From an optimization exercise on the open Yosys and OpenROAD flow, aimed at small area, a short achievable clock period and few clock cycles per item; shortcuts taken in it are not production practice.
Function not checked in this run: the RTL went through the layout flow alone.

### flow/config.mk
export PLATFORM = sky130hd
export DESIGN_NAME = muldiv_seq
export DESIGN_NICKNAME = muldiv_seq
export VERILOG_FILES = /design/flow/design.v
export SDC_FILE = /design/flow/constraint.sdc
export NUM_CORES = 4
export LEC_CHECK = 0
export CAP_MARGIN = 20
export CORE_MARGIN = 2
export CORE_UTILIZATION = 35
export SLEW_MARGIN = 20
### flow/constraint.sdc
create_clock -name core_clock -period 10.5 [get_ports {clk}]
set_input_delay 2.1000 -clock core_clock [delete_from_list [all_inputs] [get_ports {clk}]]
set_output_delay 2.1000 -clock core_clock [all_outputs]
set_load 0.01 [all_outputs]
### flow/design.v
package muldiv_pkg;
    localparam logic [2:0] F3_MUL    = 3'b000;
    localparam logic [2:0] F3_MULH   = 3'b001;
    localparam logic [2:0] F3_MULHSU = 3'b010;
    localparam logic [2:0] F3_MULHU  = 3'b011;
    localparam logic [2:0] F3_DIV    = 3'b100;
    localparam logic [2:0] F3_DIVU   = 3'b101;
    localparam logic [2:0] F3_REM    = 3'b110;
    localparam logic [2:0] F3_REMU   = 3'b111;
    localparam logic [2:0] PH_MUL  = 3'd0;   
    localparam logic [2:0] PH_MUL9 = 3'd1;   
    localparam logic [2:0] PH_CMP0 = 3'd2;   
    localparam logic [2:0] PH_CMP  = 3'd3;   
    localparam logic [2:0] PH_DIV  = 3'd4;   
    localparam logic [2:0] PH_DONE = 3'd5;   
endpackage
module muldiv_seq
#(
    parameter int unsigned XLEN       = 32,
    parameter int unsigned MUL_STAGES = 2
) (
    input  logic            clk,
    input  logic            rst_n,
    input  logic            req_valid,
    output logic            req_ready,
    input  logic [XLEN-1:0] a,
    input  logic [XLEN-1:0] b,
    input  logic [2:0]      funct3,
    input  logic            flush,
    output logic            resp_valid,
    input  logic            resp_ready,
    output logic [XLEN-1:0] res,
    output logic            busy
);
    logic        busy_q, rv_q;
    logic [2:0]  ph_q, ph_d;
    logic [4:0]  cnt_q, cnt_d;
    logic        selhi_q, selhi_d;    
    logic        neg_q, neg_d;        
    logic        x9_q, x9_d;          
    logic        bp_q, bp_d;          
    logic [32:0] A_q, A_d;            
    logic [32:0] HI_q, HI_d;
    logic [31:0] LO_q, LO_d;
    logic        accept;
    logic        is_div, sdiv, a_neg, b_neg, bnz, swap;
    logic [31:0] a_mag;
    assign accept    = req_valid && !busy_q && !flush;
    assign req_ready = !busy_q && !flush;
    assign busy      = busy_q;
    assign resp_valid = rv_q;
    logic [31:0] rsel;
    assign rsel = selhi_q ? HI_q[31:0] : LO_q;
    assign res  = neg_q ? (32'd0 - rsel) : rsel;
    logic        mode_mul, mode_m9;
    logic [2:0]  bb0, bb1;
    logic        one0, two0, neg0, one1, two1, neg1;
    logic [36:0] X, PP0, PP1, A37, A37x2, sum;
    always_comb begin
        mode_mul = (ph_q == muldiv_pkg::PH_MUL);
        mode_m9  = (ph_q == muldiv_pkg::PH_MUL9);
        bb0 = mode_m9 ? {2'b00, bp_q} : {LO_q[1:0], bp_q};
        bb1 = mode_m9 ? 3'b000 : LO_q[3:1];
        if (mode_mul || mode_m9) begin
            neg0 = bb0[2] & ~(bb0[1] & bb0[0]);
            one0 = bb0[1] ^ bb0[0];
            two0 = (bb0[2] & ~bb0[1] & ~bb0[0]) | (~bb0[2] & bb0[1] & bb0[0]);
            neg1 = bb1[2] & ~(bb1[1] & bb1[0]);
            one1 = bb1[1] ^ bb1[0];
            two1 = (bb1[2] & ~bb1[1] & ~bb1[0]) | (~bb1[2] & bb1[1] & bb1[0]);
        end else begin
            neg0 = ~A_q[32];
            one0 = 1'b1;
            two0 = 1'b0;
            neg1 = 1'b0;
            one1 = 1'b0;
            two1 = 1'b0;
        end
        A37   = {{4{A_q[32]}}, A_q};
        A37x2 = {A37[35:0], 1'b0};
        PP0 = ((one0 ? A37 : 37'd0) | (two0 ? A37x2 : 37'd0)) ^ {37{neg0}};
        PP1 = ((one1 ? A37 : 37'd0) | (two1 ? A37x2 : 37'd0)) ^ {37{neg1}};
        if (ph_q == muldiv_pkg::PH_DIV)
            X = {4'd0, HI_q[31:0], LO_q[31]};
        else
            X = {{4{HI_q[32]}}, HI_q};
        sum = X + PP0 + {PP1[34:0], 2'b00} + {34'd0, neg1, 1'b0, neg0};
    end
    always_comb begin
        is_div = funct3[2];
        sdiv   = funct3[2] & ~funct3[0];
        a_neg  = a[31];
        b_neg  = b[31];
        bnz    = |b;
        a_mag  = (sdiv && a_neg) ? (32'd0 - a) : a;
        swap   = (funct3 == muldiv_pkg::F3_MULHSU) ||
                 ((funct3 == muldiv_pkg::F3_MULHU) && b_neg && !a_neg);
    end
    logic qbit;
    assign qbit = ~sum[36];
    always_comb begin
        ph_d    = ph_q;
        cnt_d   = cnt_q;
        selhi_d = selhi_q;
        neg_d   = neg_q;
        x9_d    = x9_q;
        bp_d    = bp_q;
        A_d     = A_q;
        HI_d    = HI_q;
        LO_d    = LO_q;
        if (!busy_q) begin
            selhi_d = funct3[1] | (~funct3[2] & funct3[0]);
            neg_d   = sdiv & (funct3[1] ? a_neg : ((a_neg ^ b_neg) & bnz));
            x9_d    = (funct3 == muldiv_pkg::F3_MULHU) && a_neg && b_neg;
            bp_d    = 1'b0;
            cnt_d   = is_div ? 5'd31 : 5'd7;
            ph_d    = is_div ? muldiv_pkg::PH_CMP0 : muldiv_pkg::PH_MUL;
            if (is_div) begin
                A_d  = {sdiv & b_neg, b};
                HI_d = {1'b0, a_mag};
                LO_d = '0;
            end else begin
                A_d  = swap ? {1'b0, b} : {~funct3[1] & a_neg, a};
                HI_d = '0;
                LO_d = swap ? a : b;
            end
        end else begin
            case (ph_q)
                muldiv_pkg::PH_MUL: begin
                    HI_d  = sum[36:4];
                    LO_d  = {sum[3:0], LO_q[31:4]};
                    bp_d  = LO_q[3];
                    cnt_d = cnt_q - 5'd1;
                    if (cnt_q == 5'd0)
                        ph_d = x9_q ? muldiv_pkg::PH_MUL9 : muldiv_pkg::PH_DONE;
                end
                muldiv_pkg::PH_MUL9: begin
                    HI_d = sum[32:0];
                    ph_d = muldiv_pkg::PH_DONE;
                end
                muldiv_pkg::PH_CMP0, muldiv_pkg::PH_CMP: begin
                    if (qbit && !(ph_q == muldiv_pkg::PH_CMP && cnt_q == 5'd31)) begin
                        HI_d  = {4'd0, HI_q[32:4]};
                        LO_d  = {HI_q[3:0], LO_q[31:4]};
                        cnt_d = cnt_q + 5'd4;
                        ph_d  = muldiv_pkg::PH_CMP;
                    end else if (ph_q == muldiv_pkg::PH_CMP0) begin
                        ph_d = muldiv_pkg::PH_DONE;   
                    end else begin
                        ph_d = muldiv_pkg::PH_DIV;
                    end
                end
                muldiv_pkg::PH_DIV: begin
                    HI_d  = qbit ? sum[32:0] : {HI_q[31:0], LO_q[31]};
                    LO_d  = {LO_q[30:0], qbit};
                    cnt_d = cnt_q - 5'd1;
                    if (cnt_q == 5'd0)
                        ph_d = muldiv_pkg::PH_DONE;
                end
                default: ;
            endcase
        end
    end
    logic fin;
    always_comb begin
        fin = 1'b0;
        case (ph_q)
            muldiv_pkg::PH_MUL:  fin = (cnt_q == 5'd0) && !x9_q;
            muldiv_pkg::PH_MUL9: fin = 1'b1;
            muldiv_pkg::PH_CMP0: fin = !qbit;
            muldiv_pkg::PH_DIV:  fin = (cnt_q == 5'd0);
            default: fin = 1'b0;
        endcase
    end
    always_ff @(posedge clk or negedge rst_n) begin
        if (!rst_n) begin
            busy_q <= 1'b0;
            rv_q   <= 1'b0;
        end else begin
            if (flush) begin
                busy_q <= 1'b0;
                rv_q   <= 1'b0;
            end else if (!busy_q) begin
                busy_q <= req_valid;
                rv_q   <= 1'b0;
            end else if (rv_q) begin
                if (resp_ready) begin
                    busy_q <= 1'b0;
                    rv_q   <= 1'b0;
                end
            end else begin
                rv_q <= fin;
            end
        end
    end
    always_ff @(posedge clk) begin
        ph_q    <= ph_d;
        cnt_q   <= cnt_d;
        selhi_q <= selhi_d;
        neg_q   <= neg_d;
        x9_q    <= x9_d;
        bp_q    <= bp_d;
        A_q     <= A_d;
        HI_q    <= HI_d;
        LO_q    <= LO_d;
    end
endmodule
### flow/run.sh
#!/bin/bash
# synth_recipe.tcl (not shown) runs the flow's synth.tcl, then flattens the netlist and writes it again
# the make line also repeats each setting of config.mk as NAME=value (left out here)
make -C /OpenROAD-flow-scripts/flow DESIGN_CONFIG=/design/flow/config.mk WORK_HOME=/design/flow/orfs CLKGATE_MAP_FILE= SYNTH_SCRIPT=/design/flow/synth_recipe.tcl finish
==> flow_metrics.env <==
export IMPL_tritoncts="yes"
export IMPL_groute_usage_overall_pct=23.8
export IMPL_post_cts_repair_setup_buffers=0
export IMPL_critPathMaxFanout=37
export IMPL_syn_num_nets=1700
export IMPL_finalSetupViolCount=0
export IMPL_wl_mm=47.2
export IMPL_yosys_top_cells_area="edfxtp_1 24%, mux2i_1 8.3%, ha_1 7.3%"
export IMPL_post_drt_via_cell_ratio=5.97
export IMPL_worst_setup_hold_path_clk_slew_ns=0.08
export IMPL_synth_cell_type_count=84
export IMPL_number_of_antenna_violations_at_the_first_check_in_global_routing=0
export IMPL_hold_path_depth=2
export IMPL_detail_route_wl_per_cell_um=22.8
export IMPL_fmax_ghz=0.124
export IMPL_synth_yosys_warnings=1
export IMPL_synthesis_area_per_instance_um2=8.89
export IMPL_floorplan_initialDensity_pct=35.6
export IMPL_synthDominantAreaCellType="edfxtp_1"
export IMPL_worstPathArrival_ns=8.07
export IMPL_ctsHoldBuffers=0
export IMPL_yosys_most_used_dff="edfxtp_1"
export IMPL_drtAntennaViolNets=0
export IMPL_layout_worst_path_cycle_share_pct=76.8
export IMPL_clock_tree_buffer_depth=2
export IMPL_cts_htree_levels=3
export IMPL_ctsRootBufferMaster="clkbuf_16"
export IMPL_dp_final_hpwl_mm=36.6
export IMPL_required_time_of_the_critical_path_ns=10.51
export IMPL_highest_count_cells_in_the_layout_ignoring_fill_and_taps="112 x mux2i_1, 109 x edfxtp_1, 108 x nand2_1, 106 x clkdlybuf4s50_1, 90 x o21ai_0"
export IMPL_synth_top_cell_area_share_pct=24.3
export IMPL_cap_viol_max_count=0
export IMPL_drv_slew=0
export IMPL_final_period_minus_worst_setup_slack_ns=8.06
export IMPL_drive_above_1_share_pct=7.44
export IMPL_worst_r2r_startpoint="ph_q[2]"
export IMPL_outcome="finished clean"
export IMPL_row_count=71
export IMPL_least_margin_pin_slew_ns=1.07
export IMPL_firstDrtPassIters=5
export IMPL_tritoncts_num_buffers=9
export IMPL_number_of_synthesized_flops_with_an_enable_pin=109
export IMPL_min_delay_path_class="reg2reg"
export IMPL_coreArea_um2=37800
export IMPL_start_kind="register"
export IMPL_die_y_um=200
export IMPL_timing_setup_tns_ns=0
export IMPL_drt_iter0_markers=1222
export IMPL_antennaDiodeCount=0
export IMPL_hp_start="bp_q"
export IMPL_area_growth_synth_to_final_pct=14.0
export IMPL_io_pin_count=107
export IMPL_first_global_vias=11900
export IMPL_most_frequent_standard_cell_in_the_layout_excluding_fill_and_tap_cells="mux2i_1"
export IMPL_grt_setup_unrepaired="false"
export IMPL_timing_reg2reg_setup_slack_ns=2.44
export IMPL_numClockSinks=112
export IMPL_portBuffers=106
export IMPL_grt_overflow=0
export IMPL_finClkSkew_ns=0.0121
export IMPL_worst_skew_pair_late_latency_ns=0.38
export IMPL_drc=0
export IMPL_die_width_um=200
export IMPL_crit_reg2reg_capture="LO_q[19]"
export IMPL_syn_area_um2=13500
export IMPL_worst_r2r_path_depth=23
export IMPL_hold_viol_final=0
export IMPL_worstHoldEndpoint="bp_q"
export IMPL_largest_net_degree_at_the_start_of_global_routing=61
export IMPL_synth_async_reset_ratio_pct=1.79
export IMPL_ys_ff_latch=112
export IMPL_full_die_area_um2=40000
export IMPL_fin_nets=1741
export IMPL_gp_routability_congestion=0.921
export IMPL_routed_via_count=12400
export IMPL_grt_pass1_wl_mm=72.0
export IMPL_netlist_instances=1513
export IMPL_setup_worst_path_end_class="register"
export IMPL_postCtsResizedCells=0
export IMPL_slew_limit_headroom_pct=28.7
export IMPL_seq_area_frac_synth_pct=24.8
export IMPL_timing_worst_setup_path_type="reg2reg"
-- synth_stat cells, drive strengths merged (65+ instances only) --
library cell,n
a22oi,65
o21ai,99
ha,79
xnor2,74
clkbuf,77
a21oi,85
xor2,81
inv,85
mux2i,113
nand2,110
nor2,79
edfxtp,109
-- sequential cells by signal (all words and copies together), names as in the netlist --
register,cells
HI_q,33
cnt_q,5
ph_q,3
neg_q,1
A_q,33
rv_q,1
selhi_q,1
x9_q,1
LO_q,32
bp_q,1
busy_q,1
-- final cells by class --
cell class,instances,area [µm²]
clock buffers,12,256
clock inverters,4,98.8
fillers,3743,22400
inverters,85,319
multi-input cells,1220,9440
flip-flops and latches,112,3340
well taps,511,639
repair buffers,126,1230
-- metrics by stage --
| step | util, % | cells | instance area, µm² | hold slack, ns | worst slack (ns) |
|---|---|---|---|---|---|
| 2_1_floorplan | - | 1513 | 13500 | 0.462 | 3.50 |
| 3_3_place_gp | 39.6 | 2052 | 14900 | 0.511 | 2.76 |
| 3_5_place_dp | 39.6 | 2052 | 14900 | 0.519 | 2.56 |
| 4_1_cts | 40.5 | 2068 | 15300 | 0.528 | 2.52 |
| 5_1_grt | 40.6 | 2070 | 15300 | 0.547 | 1.84 |
| 6_report | 40.6 | 2070 | 15300 | 0.529 | 2.44 |
-- worst max-delay path, stage by stage (launching register included) --
cell and delay, ns:
edfxtp_1 0.65, inv_1 0.40, nand2_1 0.16, nor2_1 0.41, nor2b_1 0.10, ha_1 0.30, or3_1 0.35, buf_4 0.27
a22oi_1 0.26, xor2_1 0.22, fa_1 0.47, fa_1 0.55, inv_1 0.04, ha_1 0.24, fa_1 0.42, a21oi_1 0.20
o22ai_1 0.20, a211oi_2 0.28, o221ai_1 0.26, nor3_2 0.49, nor2_2 0.05, buf_4 0.22, nor3_1 0.34, or2_2 0.76
-- worst max path at each step --
stage,to,from,slack (ns)
floorplan,HI_q[0],ph_q[2],3.50
global placement,LO_q[17],ph_q[2],2.76
detailed placement,LO_q[19],ph_q[2],2.56
CTS,LO_q[19],ph_q[2],2.52
global route,LO_q[21],ph_q[2],1.84
finish,LO_q[19],ph_q[2],2.44
-- logic make-up after synthesis --
family          synth area share, %
mux                            11.7
compound gates                 22.4
fa+ha+maj                      12.7
buf+inv                        5.29
simple gates                   13.0
xor+xnor                       10.1
flops                          24.8
-- per-layer routing --
metal | global-route usage [%] | vias to the layer above | routed length [µm]
met4 | 8.18 | 0 | 1350
met5 | 0 | - | 0
met3 | 4.77 | 72 | 3730
li1 | - | 5726 | -
met1 | 32.8 | 6033 | 20700
met2 | 37.1 | 527 | 21400

## static timing again, ports no longer ideal
The results above use ideal ports. As a check the final layout listed here was re-extracted and re-timed, cells and wires unchanged.
Step 1, drivers: a clkbuf_16 drives clk and a buf_2 each remaining input, both assumed.
Step 2, shift: input delay + t, output delay - t, t = (earliest + latest rising clock arrival at the registers) / 2. This alone moves slack from input paths to output paths.
Slacks: ideal ports / drivers / drivers and shift; pairs: ideal ports / drivers.
shift t [ns]: 0.426
setup WS [ns]: 2.439 / 2.439 / 2.439
clock arrival spread, ns: 0.012 / 0.012
worst slew at a driven data input, ns: 0.05
After both steps this run still meets setup and hold. The setup slack of this run moves by 0.000 ns with the drivers and by 0.000 ns with both steps.
